Source: an optimization exercise on an open RTL-to-GDS flow (aim: small area and a short achievable clock period). Production flows keep margins and buffers that such runs may drop.
The RTL was checked by simulation tests, not by an equivalence proof against the original design.
The clock port is modelled as an ideal driver; clocking choices that lean on that would not hold on a real chip.
No activity file was given, so power comes from the tool's default toggle rates.

==> design/flow/design.v <==
module sample_capture_writer (
  input  logic       clk,
  input  logic       rst_n,
  input  logic       start,
  input  logic       stop,
  input  logic       in_valid,
  input  logic [7:0] in_data,
  input  logic [7:0] rd_addr,
  output logic [7:0] rd_data,
  output logic       armed,
  output logic       busy,
  output logic       done,
  output logic       overflow,
  output logic [8:0] sample_count
);
  logic       armed_q, busy_q, done_q, overflow_q, cap_q;
  logic [8:0] count_q;
  logic [7:0] rd_data_q;
  logic [7:0] mem_q [256];
  logic [15:0] wp_hi_q, wp_lo_q;
  logic trig_s, go_s, wr0_s, wr_s, last_s, adv_s;
  assign trig_s = in_data[7] ? (~&in_data[6:4] | ~|in_data[3:0]) : |in_data[6:4];
  assign go_s   = start & ~busy_q;
  assign wr0_s  = armed_q & ~stop & in_valid & trig_s;
  assign wr_s   = cap_q & in_valid;
  assign last_s = wp_hi_q[15] & wp_lo_q[15];
  assign adv_s  = wr0_s | wr_s;
  always_ff @(posedge clk) begin
    if (!rst_n) begin
      armed_q    <= 1'b0;
      busy_q     <= 1'b0;
      done_q     <= 1'b0;
      cap_q      <= 1'b0;
      overflow_q <= 1'b0;
      count_q    <= '0;
    end else begin
      if (go_s) begin
        armed_q    <= 1'b1;
        busy_q     <= 1'b1;
        done_q     <= 1'b0;
        overflow_q <= 1'b0;
        count_q    <= '0;
      end else if (armed_q) begin
        if (stop) begin
          armed_q <= 1'b0;
          busy_q  <= 1'b0;
          done_q  <= 1'b1;
        end else if (wr0_s) begin
          armed_q <= 1'b0;
          cap_q   <= 1'b1;
          count_q <= 9'd1;
        end
      end else if (cap_q) begin
        if (in_valid) count_q <= count_q + 9'd1;
        if (stop || (in_valid && last_s)) begin
          busy_q <= 1'b0;
          done_q <= 1'b1;
          cap_q  <= 1'b0;
        end
      end else if (done_q) begin
        if (in_valid && count_q[8]) overflow_q <= 1'b1;
      end
    end
  end
  always_ff @(posedge clk) begin
    if (!rst_n || go_s) begin
      wp_hi_q <= 16'd1;
      wp_lo_q <= 16'd1;
    end else if (adv_s) begin
      wp_lo_q <= {wp_lo_q[14:0], wp_lo_q[15]};
      if (wp_lo_q[15]) wp_hi_q <= {wp_hi_q[14:0], wp_hi_q[15]};
    end
  end
  logic [15:0] wr_row_s;
  assign wr_row_s = {16{wr_s}} & wp_hi_q;
  for (genvar k = 0; k < 256; k++) begin : g_word
    logic we;
    if (k == 0) begin : g_w0
      assign we = wr0_s;
    end else begin : g_wk
      assign we = wr_row_s[k/16] & wp_lo_q[k%16];
    end
    always_ff @(posedge clk) begin
      if (we && rst_n) mem_q[k] <= in_data;
    end
  end
  logic [15:0]  rd_hi_s, rd_lo_s;
  logic [255:0] rd_sel_s;
  logic [7:0]   rd_mux_s;
  always_comb begin
    for (int i = 0; i < 16; i++) begin
      rd_hi_s[i] = rst_n & (rd_addr[7:4] == 4'(i));
      rd_lo_s[i] = (rd_addr[3:0] == 4'(i));
    end
    for (int k = 0; k < 256; k++) rd_sel_s[k] = rd_hi_s[k/16] & rd_lo_s[k%16];
  end
  for (genvar b = 0; b < 8; b++) begin : g_rbit
    logic [87:0] l1_n;    
    logic [21:0] l2;
    logic [11:0] l3_n;    
    logic [5:0]  l4;
    logic [1:0]  l5_n;
    for (genvar j = 0; j < 86; j++) begin : g_l1
      localparam int K0 = 3*j, K1 = 3*j+1, K2 = 3*j+2;
      if (K2 < 256) begin : g_3
        scw_aoi222 u (.a0(mem_q[K0][b]), .s0(rd_sel_s[K0]),
                      .a1(mem_q[K1][b]), .s1(rd_sel_s[K1]),
                      .a2(mem_q[K2][b]), .s2(rd_sel_s[K2]), .y(l1_n[j]));
      end else begin : g_1
        scw_nand2 u (.a(mem_q[K0][b]), .b(rd_sel_s[K0]), .y(l1_n[j]));
      end
    end
    assign l1_n[87:86] = 2'b11;
    for (genvar j = 0; j < 22; j++) begin : g_l2
      scw_nand4 u (.a(l1_n[4*j]), .b(l1_n[4*j+1]), .c(l1_n[4*j+2]), .d(l1_n[4*j+3]), .y(l2[j]));
    end
    for (genvar j = 0; j < 11; j++) begin : g_l3
      scw_nor2 u (.a(l2[2*j]), .b(l2[2*j+1]), .y(l3_n[j]));
    end
    assign l3_n[11] = 1'b1;
    for (genvar j = 0; j < 6; j++) begin : g_l4
      scw_nand2 u (.a(l3_n[2*j]), .b(l3_n[2*j+1]), .y(l4[j]));
    end
    for (genvar j = 0; j < 2; j++) begin : g_l5
      scw_nor3 u (.a(l4[3*j]), .b(l4[3*j+1]), .c(l4[3*j+2]), .y(l5_n[j]));
    end
    scw_nand2 u_l6 (.a(l5_n[0]), .b(l5_n[1]), .y(rd_mux_s[b]));
  end
  always_ff @(posedge clk) begin
    rd_data_q <= rd_mux_s;
  end
  assign rd_data      = rd_data_q;
  assign armed        = armed_q;
  assign busy         = busy_q;
  assign done         = done_q;
  assign overflow     = overflow_q;
  assign sample_count = count_q;
endmodule
module scw_aoi222 (input logic a0, s0, a1, s1, a2, s2, output logic y);
  assign y = ~((a0 & s0) | (a1 & s1) | (a2 & s2));
endmodule
module scw_nand2 (input logic a, b, output logic y);
  assign y = ~(a & b);
endmodule
module scw_nand4 (input logic a, b, c, d, output logic y);
  assign y = ~(a & b & c & d);
endmodule
module scw_nor2 (input logic a, b, output logic y);
  assign y = ~(a | b);
endmodule
module scw_nor3 (input logic a, b, c, output logic y);
  assign y = ~(a | b | c);
endmodule
==> design/flow/flow/run.sh <==
#!/bin/bash
# The standard layout with three changes: the resizer may pick any cell of the
# same function (not only the same footprint), the port buffers are buf_4
# instead of the default delay-buffer footprint, and one more setup repair
# pass runs after CTS (flow/repair.tcl).
# Each tool's full output goes to a log of its own here; each ORFS step also
# logs under orfs/logs.
set -euo pipefail
ARGS=(MATCH_CELL_FOOTPRINT=0 "BUFFER_PORTS_ARGS=-buffer_cell sky130_fd_sc_hd__buf_4")
bash standard.sh "${ARGS[@]}" cts > make_cts.log 2>&1
REPAIR_MARGIN=2.6 openroad -no_init -exit flow/repair.tcl > repair.log 2>&1
touch orfs/results/sky130hd/sample_capture_writer/base/4_cts.odb
bash standard.sh "${ARGS[@]}" finish > make_finish.log 2>&1
==> design/flow/flow/repair.tcl <==
# Extra setup repair after CTS: the standard pass stops early, so size up,
# swap pins and buffer once more toward the margin, then legalize.
set plat $::env(FLOW_HOME)/platforms/sky130hd
set r orfs/results/sky130hd/sample_capture_writer/base
read_lef $plat/lef/sky130_fd_sc_hd.tlef
read_lef $plat/lef/sky130_fd_sc_hd_merged.lef
read_liberty $plat/lib/sky130_fd_sc_hd__tt_025C_1v80.lib
read_db $r/4_cts.odb
read_sdc $r/4_cts.sdc
source $plat/setRC.tcl
set_dont_use {sky130_fd_sc_hd__probe_p_8 sky130_fd_sc_hd__probec_p_8 sky130_fd_sc_hd__lpflow_*}
set_propagated_clock [all_clocks]
estimate_parasitics -placement
puts "before: worst slack [worst_slack -max] area [rsz::design_area]"
repair_timing -setup -setup_margin $::env(REPAIR_MARGIN) -sequence sizeup,swap,buffer -skip_last_gasp -verbose
detailed_placement
check_placement -verbose
estimate_parasitics -placement
puts "after: worst slack [worst_slack -max] area [rsz::design_area]"
write_db $r/4_cts.odb
==> design/flow/standard.sh <==
#!/bin/bash
# synth_recipe.tcl (not shown) runs the flow's synth.tcl, then flattens the netlist and writes it again
# the make line also repeats each setting of config.mk as NAME=value (left out here)
make -C /OpenROAD-flow-scripts/flow DESIGN_CONFIG=/design/flow/config.mk WORK_HOME=/design/flow/orfs CLKGATE_MAP_FILE= SYNTH_SCRIPT=/design/flow/synth_recipe.tcl "${@:-finish}"
==> design/flow/config.mk <==
export PLATFORM = sky130hd
export DESIGN_NAME = sample_capture_writer
export DESIGN_NICKNAME = sample_capture_writer
export VERILOG_FILES = /design/flow/design.v
export SDC_FILE = /design/flow/constraint.sdc
export NUM_CORES = 4
export LEC_CHECK = 0
export CAP_MARGIN = 20
export CORE_MARGIN = 2
export CORE_UTILIZATION = 55
export CTS_BUF_LIST = sky130_fd_sc_hd__clkbuf_16
export CTS_CLUSTER_DIAMETER = 80
export CTS_CLUSTER_SIZE = 24
export SETUP_SLACK_MARGIN = 2.2
export SLEW_MARGIN = 20
export SYNTH_HIERARCHICAL = 1
export SYNTH_MINIMUM_KEEP_SIZE = 0
==> design/flow/constraint.sdc <==
create_clock -name core_clock -period 5.0 [get_ports {clk}]
set_input_delay 1.0000 -clock core_clock [delete_from_list [all_inputs] [get_ports {clk}]]
set_output_delay 1.0000 -clock core_clock [all_outputs]
set_load 0.01 [all_outputs]
==> results of run 1 <==
==> sequential cells by signal, summed over array words and instances, names as in the netlist, 8 cells and up <==
| name | cells |
|---|---|
| wp_hi_q | 16 |
| wp_lo_q | 16 |
| rd_data_q | 8 |
| mem_q | 2048 |
| count_q | 9 |
==> Yosys stat by module (local to each module, per instance) <==
module	flops+latches	cells inside
sample_capture_writer	2102	2921
scw_nand4	0	1
scw_nor2	0	1
scw_nor3	0	1
scw_aoi222	0	1
scw_nand2	0	1
==> power by group <==
group          switching (W)  internal (W)  total (W)
Clock                0.00533       0.00400    0.00933
Sequential        0.00000707        0.0193     0.0193
Combinational       0.000599      0.000176   0.000775
==> critical path: cells and delay by family <==
kind	cells	cell delay [ns]
buf+inv	3	0.46
simple gates	8	1.48
compound gates	1	0.66
==> stage by stage <==
stage / utilization, % / instance area, um2 / cells
after floorplan: - / 74880 / 3968
after global placement: 58.00 / 78370 / 5840
after detailed placement: 58.07 / 78470 / 5844
after CTS: 61.45 / 83030 / 6060
after global routing: 62.75 / 84800 / 6130
final: 62.75 / 84800 / 6132
==> worst paths after layout <==
check | from | end | slack [ns] | depth (start not counted)
setup / recovery | rst_n | rd_data_q[7] | 2.02 | 12
hold / removal | busy_q | busy_q | 0.47 | 1
setup reg to reg | cap_q | mem_q[68][1] | 2.13 | 3
hold reg to reg | busy_q | busy_q | 0.47 | 1
==> repair_timing <==
| item | in CTS | in global routing |
|---|---|---|
| gates resized for setup | 258 | 49 |
| pin swaps | 137 | 55 |
| gates cloned | 1 | 2 |
| buffers inserted | 54 | 10 |
| endpoints found under the setup margin | 1993 | 535 |
| hold buffers | 0 | 0 |
==> cell type report <==
class / instances / share of cell area [%]
Antenna cell: 2 / 0.005902
Clock buffer: 105 / 3.098
Clock inverter: 56 / 0.4544
Inverter: 4 / 0.01771
Multi-Input combinational cell: 1784 / 15.99
Sequential cell: 2102 / 73.80
Tap cell: 1781 / 2.628
Timing Repair Buffer: 298 / 4.010
==> logic make-up (layout without fill, tap and decap cells) <==
kind of cell	count (synthesis)	after routing	synth area share, %
adders and majority gates	1	1	0.01673
other	1	26	0.005015
and+or+nand+nor	1013	1013	5.979
muxes	32	32	0.4284
DFF	2102	2102	83.69
AOI/OAI and AO/OA	714	714	9.419
buffers and inverters	82	463	0.4568
==> layout by cell type, fill, tap and decap left out, types with 24 or more instances in the layout <==
cell type / n
edfxtp_1: 2048
a222oi_1: 680
nor2_1: 291
nor2_2: 281
nand4_1: 181
buf_4: 178
clkbuf_16: 109
nand2_1: 89
buf_12: 60
dfxtp_1: 52
nand2_2: 43
nor2_4: 38
buf_6: 34
mux2i_1: 32
inv_1: 29
conb_1: 24
==> layer usage <==
| layer | up-vias | track usage (%) | share of wire, % | wire length, um |
|---|---|---|---|---|
| li1 | 17930 | - | - | - |
| met1 | 22320 | 44.36 | 39 | 83780 |
| met2 | 2729 | 47.51 | 47 | 100400 |
| met3 | 342 | 4.493 | 11 | 22850 |
| met4 | 2 | 9.649 | 3.4 | 7297 |
| met5 | - | 0 | 0.0047 | 10 |
==> cells in the mapped netlist, types with 3 or more instances <==
cell type	count	area (um2)
a21oi_1	7	35.03
a222oi_1	680	6807
and2_1	3	18.77
clkbuf_1	73	274.0
dfxtp_1	54	1081
edfxtp_1	2048	61500
inv_1	4	15.01
mux2i_1	32	320.3
nand2_1	162	608.1
nand3_1	16	80.08
nand4_1	181	1132
nor2_1	610	2290
nor2b_1	7	43.79
nor3_2	16	160.2
nor3b_1	3	22.52
o211ai_1	3	22.52
o21a_1	4	30.03
o21ai_0	6	30.03
==> reports/metrics.yaml, run 1 <==
timing:
  slew_viol_final: 0
  worst_pin_slew_ns: 1.116
  setup_ws_ns: 2.019
  tns_ns: 0
  hold_viol_final: 0
  hold_ws_ns: 0.4730
  timing.final.crit_period_ns: 2.981
  rsz0062_at_grt: "yes"
  max_freq_mhz: 335.4
  skew_ns: 0.03256
  setup_viol: 0
  fin_crit_sh_pct: 59.63
  slew-limit-headroom_pct: 25.42
cells_and_area:
  seq_area_mm2: 0.06258
  area_growth_syn_to_layout_pct: 13.41
  multiInputGateArea_mm2: 0.01356
  nNetsFinal: 4314
  fillCellCount: 9493
  drive_gt1_share_pct: 19.84
pwr:
  power_density_mw_per_mm2: 346.7
  irDropWorstVdd_mv: 0.3297
  cellLeakagePower_nw: 25.72
  finalPower_w: 0.02940
synthesis:
  yosysSeqAreaShare_pct: 83.69
  ys_warn_count: 9
  ys_seq_elements: 2102
  synthCells: 3945
  async_flop_share_pct: 0
  avgSynthCellArea_um2: 18.95
  synthFlopType: "edfxtp_1"
  synth_area_mm2: 0.07477
  ys_types: 47
  synth_enable_flop_cells: 2048
run_status:
  status: "finished clean"
critical_path:
  path_class: "in -> reg"
  critPathMaxFanout: 8
  critical_path.most_common_cell: "nand2_2"
  worstPathCellList: "buf_12 -> nor3b_4 -> buf_4 -> nand2_4 -> buf_6 -> nor2_2 -> a222oi_1 -> nand4_1 -> nor2_1 -> nand2_2 -> nor3_4 -> nand2_2"
  cp_slowest_cell: "a222oi_1"
  slowest_delay_ns: 0.66
  critPathCaptureType: "flip-flop"
  cp.required_ns: 5.62
  cp.arrival_ns: 3.60
  start_kind: "input port"
global_routing:
  grt_max_degree: 183
  grt_pass1_wl_um: 301300
  antenna_found_initial: 5
  grt_usage_pct: 30.30
  grt_pass1_vias: 41270
  grt-ovfl-total: 0
floorplanning:
  die-area_mm2: 0.1389
  dieWidth_um: 372.7
  rows: 135
  boundaryPins: 42
  coreArea_mm2: 0.1351
  die_h_um: 372.7
  initial_utilization_pct: 55.33
clock_network:
  clock_path_buffers: 3
  clkSinkCount: 2102
  clk_pin_slew_ns: 0.09
  htree_levels: 3
  ctsRootBufferMaster: "clkbuf_16"
  cts_tree: "yes"
  clk_latency_ns: 0.76
  numCtsBuffers: 102
place:
  place_hpwl_um: 129600
  io_buffers: 41
  gp_congestion: 0.8720
  dp_slack_ns: 0.3406
drt:
  vias_per_cell: 7.066
  first_pass_iters: 13
  vias: 43330
  wire_per_inst_um: 34.95
  drcViolationCount: 0
  first_iter_violations: 8646
  routed_wl_um: 214300
  ant_nets: 0
hold_path:
  hold_class: "reg -> reg"
job:
  cap_violations: 0
==> run 2: changes to the inputs <==
--- a/design/flow/design.v
+++ b/design/flow/design.v
@@ -97,5 +97,5 @@
   for (genvar b = 0; b < 8; b++) begin : g_rbit
-    logic [87:0] l1_n;    
+    logic [85:0] l1_n;
     logic [21:0] l2;
-    logic [11:0] l3_n;    
+    logic [10:0] l3_n;
     logic [5:0]  l4;
@@ -112,6 +112,6 @@
     end
-    assign l1_n[87:86] = 2'b11;
-    for (genvar j = 0; j < 22; j++) begin : g_l2
+    for (genvar j = 0; j < 21; j++) begin : g_l2
       scw_nand4 u (.a(l1_n[4*j]), .b(l1_n[4*j+1]), .c(l1_n[4*j+2]), .d(l1_n[4*j+3]), .y(l2[j]));
     end
+    scw_nand2 u_l2_21 (.a(l1_n[84]), .b(l1_n[85]), .y(l2[21]));
     for (genvar j = 0; j < 11; j++) begin : g_l3
@@ -119,6 +119,6 @@
     end
-    assign l3_n[11] = 1'b1;
-    for (genvar j = 0; j < 6; j++) begin : g_l4
+    for (genvar j = 0; j < 5; j++) begin : g_l4
       scw_nand2 u (.a(l3_n[2*j]), .b(l3_n[2*j+1]), .y(l4[j]));
     end
+    assign l4[5] = ~l3_n[10];
     for (genvar j = 0; j < 2; j++) begin : g_l5
--- a/design/flow/config.mk
+++ b/design/flow/config.mk
@@ -13,3 +13,3 @@
 export CTS_CLUSTER_SIZE = 24
-export SETUP_SLACK_MARGIN = 2.2
+export SETUP_SLACK_MARGIN = 2.6
 export SLEW_MARGIN = 20
==> run 2 against run 1 <==
  * Largest cell class unchanged
  * Clock power is 2.3% higher
  * Count of clock-buffer cells in the layout is 2 higher
  * Sequential power barely moved
  * Still clean on timing, DRC and antenna
  * Core utilization is 0.26 points higher
  * Critical endpoint is now rd_data_q[6]
==> reports/metrics.yaml, run 2 <==
drt:
  routed_wl_um: 216800  # +1.1%
  ant_nets: 0  # unchanged
  first_pass_iters: 13  # unchanged
  wire_per_inst_um: 35.79  # +2.4%
  first_iter_violations: 8882  # +2.7%
  vias_per_cell: 7.123  # +0.82%
  vias: 43150  # -0.42%
  drcViolationCount: 0  # unchanged
synthesis:
  yosysSeqAreaShare_pct: 83.72  # about the same
  synth.most_common_cell: "edfxtp_1"
  synthFlopType: "edfxtp_1"
  avgSynthCellArea_um2: 18.95  # about the same
  ys_types: 46  # -2.1%
  ys_warn_count: 9  # unchanged
  synth_enable_flop_cells: 2048  # unchanged
  async_flop_share_pct: 0  # unchanged
  synth_area_mm2: 0.07475  # about the same
  synthCells: 3944  # -0.025%
  ys_top_cells_by_count: "2048 x edfxtp_1, 680 x a222oi_1, 610 x nor2_1, 173 x nand4_1, 162 x nand2_1"
  synth_largest_area_cell: "edfxtp_1"
  synthTopCellsByArea: "edfxtp_1 82%, a222oi_1 9.1%, nor2_1 3.1%"
  ys_seq_elements: 2102  # unchanged
  synth_top_area_share_pct: 82.28  # about the same
timing:
  skew_ns: 0.05118  # +0.01861 ns
  setup_viol: 0  # unchanged
  worst_pin_slew_ns: 1.300  # +0.1843 ns
  slew-limit-headroom_pct: 13.01  # -12 points
  slew_viol_final: 0  # unchanged
  fin_crit_sh_pct: 60.40  # +0.77 points
  rsz0062_at_grt: "yes"
  hold_viol_final: 0  # unchanged
  timing.final.crit_period_ns: 3.020  # +0.03851 ns
  max_freq_mhz: 331.1  # -1.3%
  tns_ns: 0  # unchanged
pwr:
  power_density_mw_per_mm2: 348.1  # +0.39%
  power.switching_w: 0.006114  # +3.1%
  clkPwrFrac_pct: 32.2  # +0.5 points
  cellLeakagePower_nw: 25.61  # -0.43%
  swShare_pct: 20.63  # +0.45 points
  finalPower_w: 0.02964  # +0.81%
  p_seq_share_pct: 65.2  # -0.4 points
  intPower_w: 0.02352  # +0.24%
  comb_power_share_pct: 2.6  # about the same
  irDropWorstVdd_mv: 0.3687  # +12%
critical_path:
  reg2reg_to: "mem_q[214][2]"
  cp.required_ns: 5.62  # about the same
  path_class: "in -> reg"
  critPathMaxFanout: 8  # unchanged
  rr_startpoint: "cap_q"
  rr_worst_depth: 4  # +1
  setup.reg_to_reg.worst_slack_ns: 2.59  # +0.46 ns
  critPathCaptureType: "flip-flop"
  cp.arrival_ns: 3.64  # +0.04 ns
  start_kind: "input port"
cells_and_area:
  area_growth_syn_to_layout_pct: 13.92
  fillCellCount: 9436  # -0.60%
  reg.largest.list: "mem_q: 2048 flops, wp_hi_q: 16 flops, wp_lo_q: 16 flops"
  nNetsFinal: 4214  # -2.3%
  drive_gt1_share_pct: 21.01  # +1.2 points
  utilization_pct: 63.01  # +0.26 points
  regMostFlops: "mem_q"
  seq_area_mm2: 0.06259  # about the same
  multiInputGateArea_mm2: 0.01473  # +8.7%
  final_cell_mix: "2048 x edfxtp_1, 680 x a222oi_1, 224 x nor2_4"
  final_common_cell: "edfxtp_1"
  largest_register_ff_count: 2048  # unchanged
clock_network:
  hold_buffers: 0  # unchanged
  ctsRootBufferMaster: "clkbuf_16"
  clkSinkCount: 2102  # unchanged
  numCtsBuffers: 103  # +0.98%
  clk_latency_ns: 0.76  # about the same
  clock_path_buffers: 3  # unchanged
  clk_pin_slew_ns: 0.10  # about the same
  htree_levels: 3  # unchanged
  cts_tree: "yes"
global_routing:
  antenna_found_initial: 7  # +2
  grt_pass1_vias: 40880  # -0.95%
  grt_usage_pct: 30.61  # +0.32 points
  grt_max_degree: 184  # +0.55%
  grt_pass1_wl_um: 303600  # +0.76%
  grt-ovfl-total: 0  # unchanged
floorplanning:
  dieWidth_um: 372.7  # about the same
  boundaryPins: 42  # unchanged
  rows: 135  # unchanged
  coreArea_mm2: 0.1351  # unchanged
  initial_utilization_pct: 55.32  # about the same
  die-area_mm2: 0.1389  # about the same
  die_h_um: 372.7  # about the same
job:
  cap_violations: 0  # unchanged
place:
  gp_congestion: 0.8836  # +1.3%
  io_buffers: 41  # unchanged
  place_hpwl_um: 131500  # +1.5%
hold_path:
  holdPathEnd: "overflow_q"
  hold_start: "overflow_q"
  min_path_cells: 2  # +1
  hold_class: "reg -> reg"
run_status:
  status: "finished clean"
run 2: cell types whose count changed after synthesis, sizes merged:
cell and change:
inv +8, conb -1, nand4 -8
run 2: how the worst max path moves through the flow:
| stage | from | end | slack, ns | cells past startpoint |
|---|---|---|---|---|
| floorplan | in_valid | mem_q[96][0] | 2.35 | 7 |
| global placement | rst_n | rd_data_q[4] | 0.21 | 10 |
| detailed placement | rst_n | rd_data_q[6] | 0.27 | 10 |
| CTS | rst_n | rd_data_q[6] | 2.09 | 12 |
| global route | rst_n | rd_data_q[6] | 2.02 | 13 |
| finish | rst_n | rd_data_q[6] | 1.98 | 14 |
run 2: cell type report:
type | instances | share of cell area (%)
antenna | 1 | 0.002939
timing repair buffer | 218 | 2.807
tap | 1781 | 2.617
clock inverter | 81 | 0.5672
multi-input combinational | 1755 | 17.30
sequential | 2102 | 73.50
clock buffer | 107 | 3.145
inverter | 12 | 0.05290
run 2: power by group through the flow:
stage,clock network [W],logic [W],registers (W)
floorplan,0,0.000133,0.0197
global placement,0,0.000634,0.0197
detailed placement,0,0.000645,0.0197
CTS,0.00961,0.000746,0.0193
global route,0.0102,0.000793,0.0193
finish,0.00954,0.000772,0.0193
run 2: Yosys stat by module (local to each module, per instance):
module,cell area [um2],flip-flops and latches,cells inside
scw_nor3,10.01,0,1
scw_nor2,3.754,0,1
scw_nand4,6.256,0,1
sample_capture_writer,66160,2102,2928
scw_nand2,3.754,0,1
scw_aoi222,10.01,0,1
run 2: worst max-delay path, stage by stage:
cell and delay (ns):
buf_16 0.11, nor3b_4 0.15, buf_12 0.14, nand3_4 0.16, buf_12 0.14, clkbuf_16 0.16
buf_4 0.12, nor2_4 0.05, a222oi_1 0.34, nand4_1 0.31, nor2_2 0.24, nand2_4 0.13
nor3_4 0.42, nand2_1 0.13
run 2: stage by stage:
stage | worst slack, ns | cell area, um2 | instances | hold slack, ns
finish | 1.980 | 85150 | 6057 | 0.4830
detailed placement | 0.2666 | 78470 | 5763 | 0.4668
floorplan | 2.355 | 75790 | 3944 | 0.4518
CTS | 2.089 | 84510 | 6039 | 0.4897
global placement | 0.2069 | 78470 | 5763 | 0.4584
global route | 2.015 | 85150 | 6056 | 0.5251
run 2: metal layers:
metal  wire [um]  up-vias  track usage [%]
li1            -    17790                -
met1       85060    22380            45.36
met2      101500     2653            47.23
met3       22870      316            4.912
met4        7314        6            9.641
met5          42        -                0
run 2: repair_timing:
| item | in CTS | in global routing |
|---|---|---|
| resized for setup | 520 | 77 |
| buffers inserted | 83 | 13 |
| pin swaps | 125 | 40 |
| endpoints found under the setup margin | 1960 | 775 |
| cloned | 5 | 1 |
| endpoints found under the hold margin | 0 | 0 |
run 2: cell families after synthesis:
family | Yosys count | synth area share (%)
AO/OA/AOI/OAI | 714 | 9.422
adder cells (fa/ha/maj) | 1 | 0.01674
buffers and inverters | 90 | 0.4971
flip-flops | 2102 | 83.72
multiplexers | 32 | 0.4285
AND/OR/NAND/NOR | 1005 | 5.914
==> run 3: changes to the inputs <==
--- a/design/flow/config.mk
+++ b/design/flow/config.mk
@@ -11,5 +11,5 @@
 export CTS_BUF_LIST = sky130_fd_sc_hd__clkbuf_16
-export CTS_CLUSTER_DIAMETER = 80
-export CTS_CLUSTER_SIZE = 24
-export SETUP_SLACK_MARGIN = 2.6
+export CTS_CLUSTER_DIAMETER = 100
+export CTS_CLUSTER_SIZE = 30
+export SETUP_SLACK_MARGIN = 2.2
 export SLEW_MARGIN = 20
==> run 3 against run 2 <==
  * Hold slack barely moved
  * Cell count fell by 0.35%
  * Die area did not move
  * Combinational power rose by 0.6%
  * Largest power group unchanged
==> reports/metrics.yaml, run 3 <==
cells_and_area:
  nNetsFinal: 4237  # +0.55%
  drive_gt1_share_pct: 17.74  # -3.3 points
  stdcell_count: 6036  # -0.35%
  final_common_cell: "edfxtp_1"
  final_cell_mix: "2048 x edfxtp_1, 680 x a222oi_1, 329 x nor2_1"
  fin_area_mm2: 0.08338  # -2.1%
  largest_register_ff_count: 2048  # unchanged
  area_growth_syn_to_layout_pct: 11.55
  multiInputGateArea_mm2: 0.01334  # -9.4%
  reg.largest.list: "mem_q: 2048 flops, wp_hi_q: 16 flops, wp_lo_q: 16 flops"
  seq_area_mm2: 0.06258  # about the same
  fillCellCount: 9607  # +1.8%
  regMostFlops: "mem_q"
  num_antenna_cells: 0  # -1
drt:
  wire_per_inst_um: 35.56  # -0.64%
  drcViolationCount: 0  # unchanged
  vias_per_cell: 7.124  # about the same
  ant_nets: 0  # unchanged
  first_iter_violations: 8895  # +0.15%
  first_pass_iters: 14  # +1
  vias: 43000  # -0.34%
  routed_wl_um: 214700  # -0.99%
clock_network:
  clock_path_buffers: 3  # unchanged
  hold_buffers: 0  # unchanged
  ctsRootBufferMaster: "clkbuf_16"
  numCtsBuffers: 80  # -22%
  clk_latency_ns: 0.75  # about the same
  cts_tree: "yes"
  clk_pin_slew_ns: 0.11  # about the same
  clkSinkCount: 2102  # unchanged
  htree_levels: 3  # unchanged
pwr:
  power_density_mw_per_mm2: 340.0  # -2.3%
  p_seq_share_pct: 68.2  # +3.0 points
  irDropWorstVdd_mv: 0.2277  # -38%
  comb_power_share_pct: 2.7  # about the same
  intPower_w: 0.02265  # -3.7%
  finalPower_w: 0.02835  # -4.3%
  swShare_pct: 20.10  # -0.53 points
  clkPwrFrac_pct: 29.1  # -3.1 points
  power.switching_w: 0.005699  # -6.8%
  cellLeakagePower_nw: 25.28  # -1.3%
place:
  post_dp_cell_area_mm2: 0.07806  # -0.52%
  gp_congestion: 0.8834  # about the same
  place_hpwl_um: 129400  # -1.6%
  place_inst: 5792  # +0.50%
  io_buffers: 41  # unchanged
timing:
  rsz0062_at_grt: "yes"
  worst_pin_slew_ns: 1.064  # -0.2360 ns
  hold_viol_final: 0  # unchanged
  slew_viol_final: 0  # unchanged
  skew_ns: 0.05545  # +0.004271 ns
  timing.final.crit_period_ns: 2.938  # -0.08236 ns
  max_freq_mhz: 340.4  # +2.8%
  tns_ns: 0  # unchanged
  setup_viol: 0  # unchanged
  fin_crit_sh_pct: 58.75  # -1.6 points
  slew-limit-headroom_pct: 29.05  # +16 points
synthesis:
  synthFlopType: "edfxtp_1"
  synth_enable_flop_cells: 2048  # unchanged
  synth_largest_area_cell: "edfxtp_1"
  yosysSeqAreaShare_pct: 83.72  # unchanged
  ys_warn_count: 9  # unchanged
  avgSynthCellArea_um2: 18.95  # unchanged
  async_flop_share_pct: 0  # unchanged
  synthCells: 3944  # unchanged
  synth_top_area_share_pct: 82.28  # unchanged
  synthTopCellsByArea: "edfxtp_1 82%, a222oi_1 9.1%, nor2_1 3.1%"
  synth_area_mm2: 0.07475  # unchanged
  synth.most_common_cell: "edfxtp_1"
  ys_seq_elements: 2102  # unchanged
  ys_top_cells_by_count: "2048 x edfxtp_1, 680 x a222oi_1, 610 x nor2_1, 173 x nand4_1, 162 x nand2_1"
  ys_types: 46  # unchanged
run_status:
  status: "finished clean"
floorplanning:
  rows: 135  # unchanged
  dieWidth_um: 372.7  # unchanged
  die_h_um: 372.7  # unchanged
  die-area_mm2: 0.1389  # unchanged
  boundaryPins: 42  # unchanged
  coreArea_mm2: 0.1351  # unchanged
  initial_utilization_pct: 55.32  # unchanged
global_routing:
  grt_pass1_wl_um: 299500  # -1.3%
  grt_pass1_vias: 40620  # -0.65%
  grt-ovfl-total: 0  # unchanged
  grt_usage_pct: 30.24  # -0.38 points
  antenna_found_initial: 7  # unchanged
  grt_max_degree: 165  # -10%
critical_path:
  critPathMaxFanout: 8  # unchanged
  path_class: "in -> reg"
  cp.arrival_ns: 3.56  # -0.08 ns
  cp.required_ns: 5.62  # about the same
  start_kind: "input port"
  critPathCaptureType: "flip-flop"
hold_path:
  hold_class: "reg -> reg"
job:
  cap_violations: 0  # unchanged
run 3: kinds of logic after synthesis:
logic type	Yosys count	share of synthesized area, %
AO/OA/AOI/OAI	714	9.422
adder cells (fa/ha/maj)	1	0.01674
buffers and inverters	90	0.4971
flip-flops	2102	83.72
multiplexers	32	0.4285
AND/OR/NAND/NOR	1005	5.914
run 3: layout make-up:
class	count	share of cell area (%)
Sequential cell	2102	75.06
Tap cell	1781	2.673
Inverter	12	0.05402
Clock inverter	37	0.2296
Timing Repair Buffer	266	3.432
Clock buffer	85	2.551
Multi-Input combinational cell	1753	16.00
run 3: power by group through the flow:
stage	clock, W	sequential (W)	combinational, W
global placement	0	0.0197	0.000637
detailed placement	0	0.0197	0.000647
floorplan	0	0.0197	0.000109
finish	0.00825	0.0193	0.000777
global route	0.00885	0.0193	0.000804
CTS	0.00830	0.0193	0.000732
run 3: worst paths after layout:
kind               from             to  slack, ns  cells past startpoint
max          rd_addr[5]   rd_data_q[0]       2.06                     11
min              busy_q         busy_q       0.48                      1
max reg2reg       cap_q  mem_q[144][6]       2.55                      3
min reg2reg      busy_q         busy_q       0.48                      1
run 3: metrics by stage:
stage	hold slack [ns]	setup slack, ns	util [%]
after global routing	0.5204	2.082	61.70
final	0.4833	2.062	61.70
after global placement	0.4501	0.3683	57.74
after CTS	0.4806	2.071	60.81
after floorplan	0.4518	2.159	-
after detailed placement	0.4623	0.3473	57.76
run 3: what timing repair did:
action                                  4_1_cts  5_1_grt
setup buffers                                69       24
gates cloned                                  2        0
resized for setup                           297       75
endpoints found under the setup margin     1904        8
pin swaps                                   115       78
run 3: per-module statistics from Yosys (local to each module, per instance):
module / cells inside / flops+latches / area [um2]
scw_nor3: 1 / 0 / 10.01
scw_nand2: 1 / 0 / 3.754
scw_nand4: 1 / 0 / 6.256
scw_aoi222: 1 / 0 / 10.01
sample_capture_writer: 2928 / 2102 / 66160
scw_nor2: 1 / 0 / 3.754
run 3: layer usage:
layer	vias up	track usage (%)	share of wire, %	wire (um)
met5	-	0	0.019	40
met1	22230	44.18	39	83070
met3	315	5.249	11	24390
li1	17710	-	-	-
met2	2743	47.06	47	100100
met4	6	9.350	3.3	7040
run 3: critical path: stages:
cell	delay, ns
buf_6	0.16
nor2_4	0.12
nand2_8	0.16
buf_12	0.16
nor2_2	0.10
a222oi_1	0.63
nand4_1	0.28
nor2_2	0.26
nand2_2	0.16
nor3_4	0.41
nand2_2	0.08
==> run 4: changes to the inputs <==
--- a/design/flow/design.v
+++ b/design/flow/design.v
@@ -64,2 +64,6 @@
   end
+  logic [15:0] wp_row_q;
+  logic        cap_d_s;
+  assign cap_d_s = rst_n & ~go_s & ((armed_q & wr0_s) |
+                   (cap_q & ~(stop | (in_valid & last_s))));
   always_ff @(posedge clk) begin
@@ -73,4 +77,9 @@
   end
+  always_ff @(posedge clk) begin
+    if (!cap_d_s)                      wp_row_q <= '0;
+    else if (adv_s && wp_lo_q[15])     wp_row_q <= {wp_hi_q[14:0], wp_hi_q[15]};
+    else                               wp_row_q <= wp_hi_q;
+  end
   logic [15:0] wr_row_s;
-  assign wr_row_s = {16{wr_s}} & wp_hi_q;
+  assign wr_row_s = {16{in_valid}} & wp_row_q;
   for (genvar k = 0; k < 256; k++) begin : g_word
--- a/design/flow/config.mk
+++ b/design/flow/config.mk
@@ -9,6 +9,6 @@
 export CORE_MARGIN = 2
-export CORE_UTILIZATION = 55
+export CORE_UTILIZATION = 60
 export CTS_BUF_LIST = sky130_fd_sc_hd__clkbuf_16
-export CTS_CLUSTER_DIAMETER = 100
-export CTS_CLUSTER_SIZE = 30
+export CTS_CLUSTER_DIAMETER = 80
+export CTS_CLUSTER_SIZE = 24
 export SETUP_SLACK_MARGIN = 2.2
==> run 4 against run 3 <==
  * Still clean on timing, DRC and antenna
  * Sequential share of layout area rose by 0.096 points
  * Clock skew decreased by 0.032 ns
  * Synthesized cell count up 0.79%
  * Final area rose by 0.38%
  * Via count up 2.0%
  * Register-to-register slack better by 0.03 ns
  * Routed wire length is 0.91% higher
  * Setup slack barely moved
==> reports/metrics.yaml, run 4 <==
hold_path:
  hold_start: "overflow_q"
  min_path_cells: 2  # +1
  hold_class: "reg -> reg"
  holdPathEnd: "overflow_q"
synthesis:
  synth.most_common_cell: "edfxtp_1"
  synthCells: 3975  # +0.79%
  avgSynthCellArea_um2: 18.89  # -0.34%
  synth_area_mm2: 0.07508  # +0.44%
  ys_types: 44  # -4.3%
  synth_largest_area_cell: "edfxtp_1"
  synthTopCellsByArea: "edfxtp_1 82%, a222oi_1 9.1%, nor2_1 3.3%"
  synth_top_area_share_pct: 81.91  # -0.36 points
  async_flop_share_pct: 0  # unchanged
  synthFlopType: "edfxtp_1"
  ys_seq_elements: 2118  # +0.76%
  ys_warn_count: 9  # unchanged
  ys_top_cells_by_count: "2048 x edfxtp_1, 680 x a222oi_1, 664 x nor2_1, 170 x nand4_1, 130 x nand2_1"
  yosysSeqAreaShare_pct: 83.78  # about the same
  synth_enable_flop_cells: 2048  # unchanged
drt:
  vias: 43860  # +2.0%
  wl_met1_um: 79910  # -3.8%
  routed_wl_um: 216600  # +0.91%
  vias_per_cell: 7.414  # +4.1%
  first_iter_violations: 9926  # +12%
  top_layer_used: "met5"
  first_pass_iters: 15  # +1
  wl_met3_um: 26280  # +7.7%
  ant_nets: 0  # unchanged
  wire_per_inst_um: 36.62  # +3.0%
  drcViolationCount: 0  # unchanged
  wl_met2_um: 101600  # +1.5%
global_routing:
  antenna_found_initial: 5  # -2
  grt_usage_pct: 33.62  # +3.4 points
  grt_pass1_wl_um: 303400  # +1.3%
  grt_pass1_vias: 41360  # +1.8%
  grt-ovfl-total: 0  # unchanged
  grt_max_degree: 174  # +5.5%
cells_and_area:
  final_cell_mix: "2048 x edfxtp_1, 680 x a222oi_1, 502 x nor2_1"
  fillCellCount: 8082  # -16%
  regMostFlops: "mem_q"
  area_growth_syn_to_layout_pct: 11.48  # about the same
  nNetsFinal: 4256  # +0.45%
  fin_area_mm2: 0.08370  # +0.38%
  multiInputGateArea_mm2: 0.01294  # -3.0%
  largest_register_ff_count: 2048  # unchanged
  final_common_cell: "edfxtp_1"
  drive_gt1_share_pct: 14.36  # -3.4 points
  stdcell_count: 5915  # -2.0%
  seq_area_mm2: 0.06290  # +0.51%
clock_network:
  clk_latency_ns: 0.72  # -0.03 ns
  htree_levels: 3  # unchanged
  hold_buffers: 0  # unchanged
  cts_tree: "yes"
  clock_path_buffers: 3  # unchanged
  clkSinkCount: 2118  # +0.76%
  ctsRootBufferMaster: "clkbuf_16"
  clk_pin_slew_ns: 0.09  # -0.02 ns
  numCtsBuffers: 101  # +26%
critical_path:
  crit_buf_inv: 3  # +1
  cp.required_ns: 5.58  # -0.04 ns
  slowest_delay_ns: 0.52  # -0.11 ns
  critical_path.most_common_cell: "nor2_4"
  worstPathCellList: "buf_16 -> nand2_4 -> nor2_4 -> buf_12 -> nand3_4 -> buf_12 -> nor2_4 -> a222oi_1 -> nand4_1 -> nor2_4 -> nand2_4 -> nor3_4 -> nand2_1"
  cp_slowest_cell: "a222oi_1"
  rr_startpoint: "wp_lo_q[11]"
  reg2reg_to: "mem_q[219][3]"
  critPathMaxFanout: 8  # unchanged
  start_kind: "input port"
  critPathCaptureType: "flip-flop"
  rr_worst_depth: 3  # unchanged
  cp_top_family: "simple AND/OR/NAND/NOR gates"
  cp.arrival_ns: 3.52  # -0.04 ns
  setup.reg_to_reg.worst_slack_ns: 2.58  # +0.03 ns
  path_class: "in -> reg"
place:
  place_inst: 5659  # -2.3%
  gp_congestion: 0.9412  # +6.5%
  post_dp_cell_area_mm2: 0.07804  # about the same
  place_hpwl_um: 134600  # +3.9%
  io_buffers: 41  # unchanged
timing:
  worst_pin_slew_ns: 1.181  # +0.1167 ns
  rsz0062_at_grt: "yes"
  hold_viol_final: 0  # unchanged
  setup_viol: 0  # unchanged
  hold_ws_ns: 0.4843  # +0.0009280 ns
  tns_ns: 0  # unchanged
  skew_ns: 0.02373  # -0.03172 ns
  fin_crit_sh_pct: 58.74  # about the same
  timing.final.crit_period_ns: 2.937  # -0.0004900 ns
  slew-limit-headroom_pct: 21.27  # -7.8 points
  slew_viol_final: 0  # unchanged
  max_freq_mhz: 340.5  # about the same
floorplanning:
  dieWidth_um: 357.7  # -4.0%
  rows: 129  # -4.4%
  initial_utilization_pct: 60.57  # +5.3 points
  boundaryPins: 42  # unchanged
  die-area_mm2: 0.1280  # -7.8%
  die_h_um: 357.7  # -4.0%
  coreArea_mm2: 0.1240  # -8.3%
pwr:
  irDropWorstVdd_mv: 0.3936  # +73%
  power.switching_w: 0.005889  # +3.3%
  comb_power_share_pct: 2.8  # about the same
  cellLeakagePower_nw: 25.44  # +0.66%
  clkPwrFrac_pct: 31.1  # +2.0 points
  p_seq_share_pct: 66.1  # -2.1 points
  intPower_w: 0.02353  # +3.9%
  power_density_mw_per_mm2: 351.5  # +3.4%
  swShare_pct: 20.02  # -0.085 points
run_status:
  status: "finished clean"
job:
  cap_violations: 0  # unchanged
[run 4: changes by cell type after synthesis, sizes merged, moves of 2 or more]
cell	change
dfxtp	+16
o21a	-3
nand4	-2
nand3	+5
a311o	-2
nor2	+55
o21ai	+3
nand2	-32
a2bb2oi	+2
and3	-2
[run 4: final cells by class]
cell class                      instances  share of cell area (%)
Inverter                               12                 0.05382
Antenna cell                            2                0.005980
Sequential cell                      2118                   75.15
Timing Repair Buffer                  235                   3.423
Multi-Input combinational cell       1766                   15.46
Clock inverter                         40                  0.3169
Clock buffer                          105                   3.139
Tap cell                             1637                   2.447
[run 4: kinds of logic (layout without fill, tap and decap cells)]
group                    count (synthesis)  count (layout)  synth area share [%]
flip-flops                            2118            2118                 83.78
buffers and inverters                   91             392                0.4983
other                                    0               2                     0
AO/OA/AOI/OAI                          710             710                 9.336
multiplexers                            31              31                0.4133
AND/OR/NAND/NOR                       1024            1024                 5.956
adder cells (fa/ha/maj)                  1               1               0.01666
[run 4: per-stage QoR]
| step | setup slack [ns] | power [W] | utilization [%] |
|---|---|---|---|
| 6_report | 2.063 | 0.02942 | 67.52 |
| 5_1_grt | 2.115 | 0.03011 | 67.52 |
| 4_1_cts | 2.163 | 0.02943 | 66.72 |
| 3_5_place_dp | 0.4885 | 0.02053 | 62.96 |
| 3_3_place_gp | 0.4492 | 0.02052 | 62.96 |
| 2_1_floorplan | 2.203 | 0.01998 | - |
[run 4: how the worst max path moves through the flow]
stage               startpoint  slack [ns]           end  cells after the start
global route             rst_n        2.12  rd_data_q[3]                     13
floorplan                rst_n        2.20  rd_data_q[0]                     12
global placement    rd_addr[2]        0.45  rd_data_q[3]                     11
CTS                      rst_n        2.16  rd_data_q[0]                     13
detailed placement       rst_n        0.49  rd_data_q[0]                     10
finish                   rst_n        2.06  rd_data_q[3]                     13
[run 4: per-layer routing]
layer,vias up,global-route usage (%)
met1,22450,48.46
met3,401,6.158
met4,6,11.37
met5,-,0
li1,17780,-
met2,3216,52.71
[run 4: repair_timing]
item	in CTS	in global routing
hold endpoints to repair	0	0
buffers inserted	72	11
resized for setup	246	57
cloned	7	2
endpoints found under the setup margin	96	8
pin swaps	108	68
[run 4: power groups by stage]
stage                     registers [W]  clock network, W  logic [W]
after CTS                        0.0195           0.00921   0.000770
after floorplan                  0.0199                 0   0.000124
after detailed placement         0.0199                 0   0.000676
final                            0.0195           0.00915   0.000816
after global routing             0.0195           0.00982   0.000838
after global placement           0.0199                 0   0.000658
[run 4: tightest hold or removal path: cells and delay by family, from the launching register on]
kind	cells	cell delay, ns
flip-flops	1	0.34
AND/OR/NAND/NOR	1	0.07
AO/OA/AOI/OAI	1	0.05
[run 4: modules after synthesis (local to each module, per instance)]
module	flip-flops and latches	area [um2]
sample_capture_writer	2118	66490
scw_aoi222	0	10.01
scw_nand2	0	3.754
scw_nand4	0	6.256
scw_nor2	0	3.754
scw_nor3	0	10.01
==> run 5: changes to the inputs <==
--- a/design/flow/config.mk
+++ b/design/flow/config.mk
@@ -9,3 +9,3 @@
 export CORE_MARGIN = 2
-export CORE_UTILIZATION = 60
+export CORE_UTILIZATION = 65
 export CTS_BUF_LIST = sky130_fd_sc_hd__clkbuf_16
==> run 5 against run 4 <==
  * Setup slack better by 0.017 ns
  * Synthesized cell count stayed put
  * Sequential cell count stayed put
  * Core utilization is 5.4 points higher
  * Die area is 7.6% lower
  * Still clean on timing, DRC and antenna
  * Sequential share of layout area is 0.22 points higher
  * Total power is 0.88% lower
  * Hold slack better by 0.0065 ns
==> reports/metrics.yaml, run 5 <==
critical_path:
  crit_buf_inv: 2  # -1
  cp_slowest_cell: "a222oi_1"
  worstPathCellList: "buf_12 -> nor2b_4 -> nand3_4 -> buf_12 -> nor2_4 -> a222oi_1 -> nand4_1 -> nor2_4 -> nand2_4 -> nor3_4 -> nand2_1"
  critPathCaptureType: "flip-flop"
  critPathMaxFanout: 7  # -1
  cp_top_family: "simple AND/OR/NAND/NOR gates"
  critical_path_depth: 11  # -2
  cp.required_ns: 5.61  # +0.03 ns
  path_class: "in -> reg"
  start_kind: "input port"
  cp.arrival_ns: 3.53  # about the same
  slowest_delay_ns: 0.57  # +0.05 ns
  rr_worst_depth: 3  # unchanged
  setup.reg_to_reg.worst_slack_ns: 2.50  # -0.08 ns
cells_and_area:
  drive_gt1_share_pct: 14.67  # +0.31 points
  final_common_cell: "edfxtp_1"
  largest_register_ff_count: 2048  # unchanged
  final_cell_mix: "2048 x edfxtp_1, 680 x a222oi_1, 492 x nor2_1"
  regMostFlops: "mem_q"
  area_growth_syn_to_layout_pct: 11.17
  nNetsFinal: 4269  # +0.31%
clock_network:
  clock_path_buffers: 3  # unchanged
  cts_tree: "yes"
  hold_buffers: 0  # unchanged
  numCtsBuffers: 98  # -3.0%
  clkSinkCount: 2118  # unchanged
  clk_latency_ns: 0.72  # about the same
  htree_levels: 3  # unchanged
  ctsRootBufferMaster: "clkbuf_16"
  clk_pin_slew_ns: 0.10  # about the same
place:
  dp_slack_ns: 0.1983  # -0.2903 ns
  gp_congestion: 0.9653  # +2.6%
  io_buffers: 41  # unchanged
  place_hpwl_um: 133300  # -0.96%
timing:
  skew_ns: 0.02881  # +0.005079 ns
  setup_ws_ns: 2.080  # +0.01686 ns
  slew_viol_final: 0  # unchanged
  setup_viol: 0  # unchanged
  rsz0062_at_grt: "yes"
  worst_pin_slew_ns: 1.159  # -0.02149 ns
  slew-limit-headroom_pct: 22.71  # +1.4 points
  hold_viol_final: 0  # unchanged
  fin_crit_sh_pct: 58.40  # -0.34 points
  hold_ws_ns: 0.4907  # +0.006474 ns
  timing.final.crit_period_ns: 2.920  # -0.01686 ns
  max_freq_mhz: 342.4  # +0.58%
global_routing:
  grt-ovfl-total: 0  # unchanged
  grt_pass1_vias: 41850  # +1.2%
  antenna_found_initial: 6  # +1
  grt_max_degree: 159  # -8.6%
  grt_pass1_wl_um: 302900  # -0.15%
  grt_usage_pct: 36.44  # +2.8 points
job:
  cap_violations: 0  # unchanged
floorplanning:
  dieWidth_um: 343.9  # -3.9%
  initial_utilization_pct: 65.57  # +5.0 points
  die_h_um: 343.9  # -3.9%
  boundaryPins: 42  # unchanged
  rows: 124  # -3.9%
  coreArea_mm2: 0.1145  # -7.6%
  die-area_mm2: 0.1182  # -7.6%
hold_path:
  hold_class: "reg -> reg"
  min_path_cells: 2  # unchanged
synthesis:
  synthTopCellsByArea: "edfxtp_1 82%, a222oi_1 9.1%, nor2_1 3.3%"
  ys_warn_count: 9  # unchanged
  synthFlopType: "edfxtp_1"
  synth_largest_area_cell: "edfxtp_1"
  ys_seq_elements: 2118  # unchanged
  synth_enable_flop_cells: 2048  # unchanged
  synth_area_mm2: 0.07508  # unchanged
  ys_top_cells_by_count: "2048 x edfxtp_1, 680 x a222oi_1, 664 x nor2_1, 170 x nand4_1, 130 x nand2_1"
  synthCells: 3975  # unchanged
  async_flop_share_pct: 0  # unchanged
  avgSynthCellArea_um2: 18.89  # unchanged
  yosysSeqAreaShare_pct: 83.78  # unchanged
  synth_top_area_share_pct: 81.91  # unchanged
  ys_types: 44  # unchanged
  synth.most_common_cell: "edfxtp_1"
pwr:
  irDropWorstVdd_mv: 0.3344  # -15%
  power_density_mw_per_mm2: 349.4  # -0.60%
  cellLeakagePower_nw: 25.47  # +0.10%
drt:
  routed_wl_um: 220200  # +1.7%
  first_iter_violations: 10930  # +10%
  vias_per_cell: 7.692  # +3.7%
  wl_met3_um: 34540  # +31%
  top_layer_used: "met5"
  wl_met2_um: 99350  # -2.2%
  drcViolationCount: 0  # unchanged
  wl_met1_um: 75260  # -5.8%
  first_pass_iters: 17  # +2
  vias: 44680  # +1.9%
  ant_nets: 0  # unchanged
  wire_per_inst_um: 37.91  # +3.5%
run_status:
  status: "finished clean"
[run 5: cell counts after synthesis]
Identical to the previous run, type by type.
[run 5: kinds of logic (layout without fill, tap and decap cells)]
kind of cell / count (synthesis) / after routing / synth area share [%]
buf+inv: 91 / 410 / 0.4983
other cells: 0 / 3 / 0
simple gates: 1024 / 1024 / 5.956
compound gates: 710 / 710 / 9.336
mux: 31 / 31 / 0.4133
flops: 2118 / 2118 / 83.78
fa+ha+maj: 1 / 1 / 0.01666
[run 5: repair_timing]
| action | CTS | global route |
|---|---|---|
| gates resized for setup | 219 | 91 |
| cloned | 3 | 8 |
| setup endpoints to repair | 47 | 8 |
| pin swaps | 119 | 108 |
| hold endpoints to repair | 0 | 0 |
| setup buffers | 44 | 23 |
[run 5: cell type report]
type / count / area [um2]
sequential: 2118 / 62910
fill: 6694 / 31030
inverter: 12 / 45.04
clock buffer: 103 / 2577
antenna: 3 / 7.507
multi-input combinational: 1766 / 12990
clock inverter: 44 / 178.9
tap: 1512 / 1892
timing repair buffer: 251 / 2860
[run 5: per-layer routing]
layer	vias to the layer above	track usage, %
met2	3887	54.94
met1	22400	52.12
met3	584	9.306
li1	17810	-
met4	2	14.35
met5	-	0
[run 5: Yosys stat by module, one instance, submodules excluded]
| module | area (um2) | cells inside | flip-flops and latches | times used |
|---|---|---|---|---|
| sample_capture_writer | 66490 | 2959 | 2118 | 1 |
| scw_aoi222 | 10.01 | 1 | 0 | 680 |
| scw_nor3 | 10.01 | 1 | 0 | 16 |
| scw_nand4 | 6.256 | 1 | 0 | 168 |
| scw_nand2 | 3.754 | 1 | 0 | 64 |
| scw_nor2 | 3.754 | 1 | 0 | 88 |
[run 5: worst paths after layout]
path | startpoint | end
setup reg to reg | wp_lo_q[15] | mem_q[143][3]
hold / removal | done_q | done_q
hold reg to reg | done_q | done_q
setup / recovery | rd_addr[0] | rd_data_q[1]
[run 5: per-stage QoR]
stage               area, um2  util [%]  total power (W)  TNS (ns)  cells
floorplan               75090         -          0.01998         0   3975
global placement        77960     68.09          0.02054   -0.2578   5557
detailed placement      77970     68.10          0.02056         0   5557
CTS                     82030     71.65          0.02906         0   5751
global route            83460     72.89          0.02975         0   5806
finish                  83470     72.90          0.02916         0   5809
[run 5: worst reg2reg max path: stages (launching register included)]
cell	delay, ns
dfxtp_1	0.43
nand2_1	0.55
buf_4	0.51
nor2_1	0.63
[run 5: power by group]
part / internal [W] / switching (W) / total, W
combinational: 0.000193 / 0.000658 / 0.000851
sequential: 0.0194 / 0.0000436 / 0.0195
clock: 0.00372 / 0.00512 / 0.00884

afterwards: timing with drivers on the ports:
The flow's constraints put no driver on any port. The routed layouts listed below were extracted and timed again, unchanged, in two steps. Step 1 sets driving cells, clkbuf_16 on the clock port and buf_2 on the other inputs (assumed; they add their load-dependent delay and slew). Step 2 times the ports against the registers' clock, not the clock port: input delays grow and output delays shrink by t, the midpoint of the rising clock arrivals with the driver on. a / b / c = no drivers / after step 1 / after step 2; a / b = the first two.
run | t (ns) | setup slack, ns | hold WS [ns] | latest minus earliest clock arrival (ns)
run 1 | 0.826 | 2.019 / 2.048 / 1.223 | 0.473 / 0.473 / 0.473 | 0.035 / 0.035
run 2 | 0.818 | 1.980 / 1.852 / 1.034 | 0.483 / 0.483 / 0.483 | 0.051 / 0.052
run 3 | 0.807 | 2.062 / 1.934 / 1.127 | 0.483 / 0.483 / 0.483 | 0.060 / 0.060
run 4 | 0.780 | 2.063 / 1.997 / 1.216 | 0.484 / 0.484 / 0.484 | 0.033 / 0.033
run 5 | 0.785 | 2.080 / 1.997 / 1.212 | 0.491 / 0.491 / 0.491 | 0.032 / 0.032
After both steps every run listed still meets setup and hold. The setup slack of run 2, which loses most, moves by -0.128 ns with the drivers and by -0.946 ns with both steps.
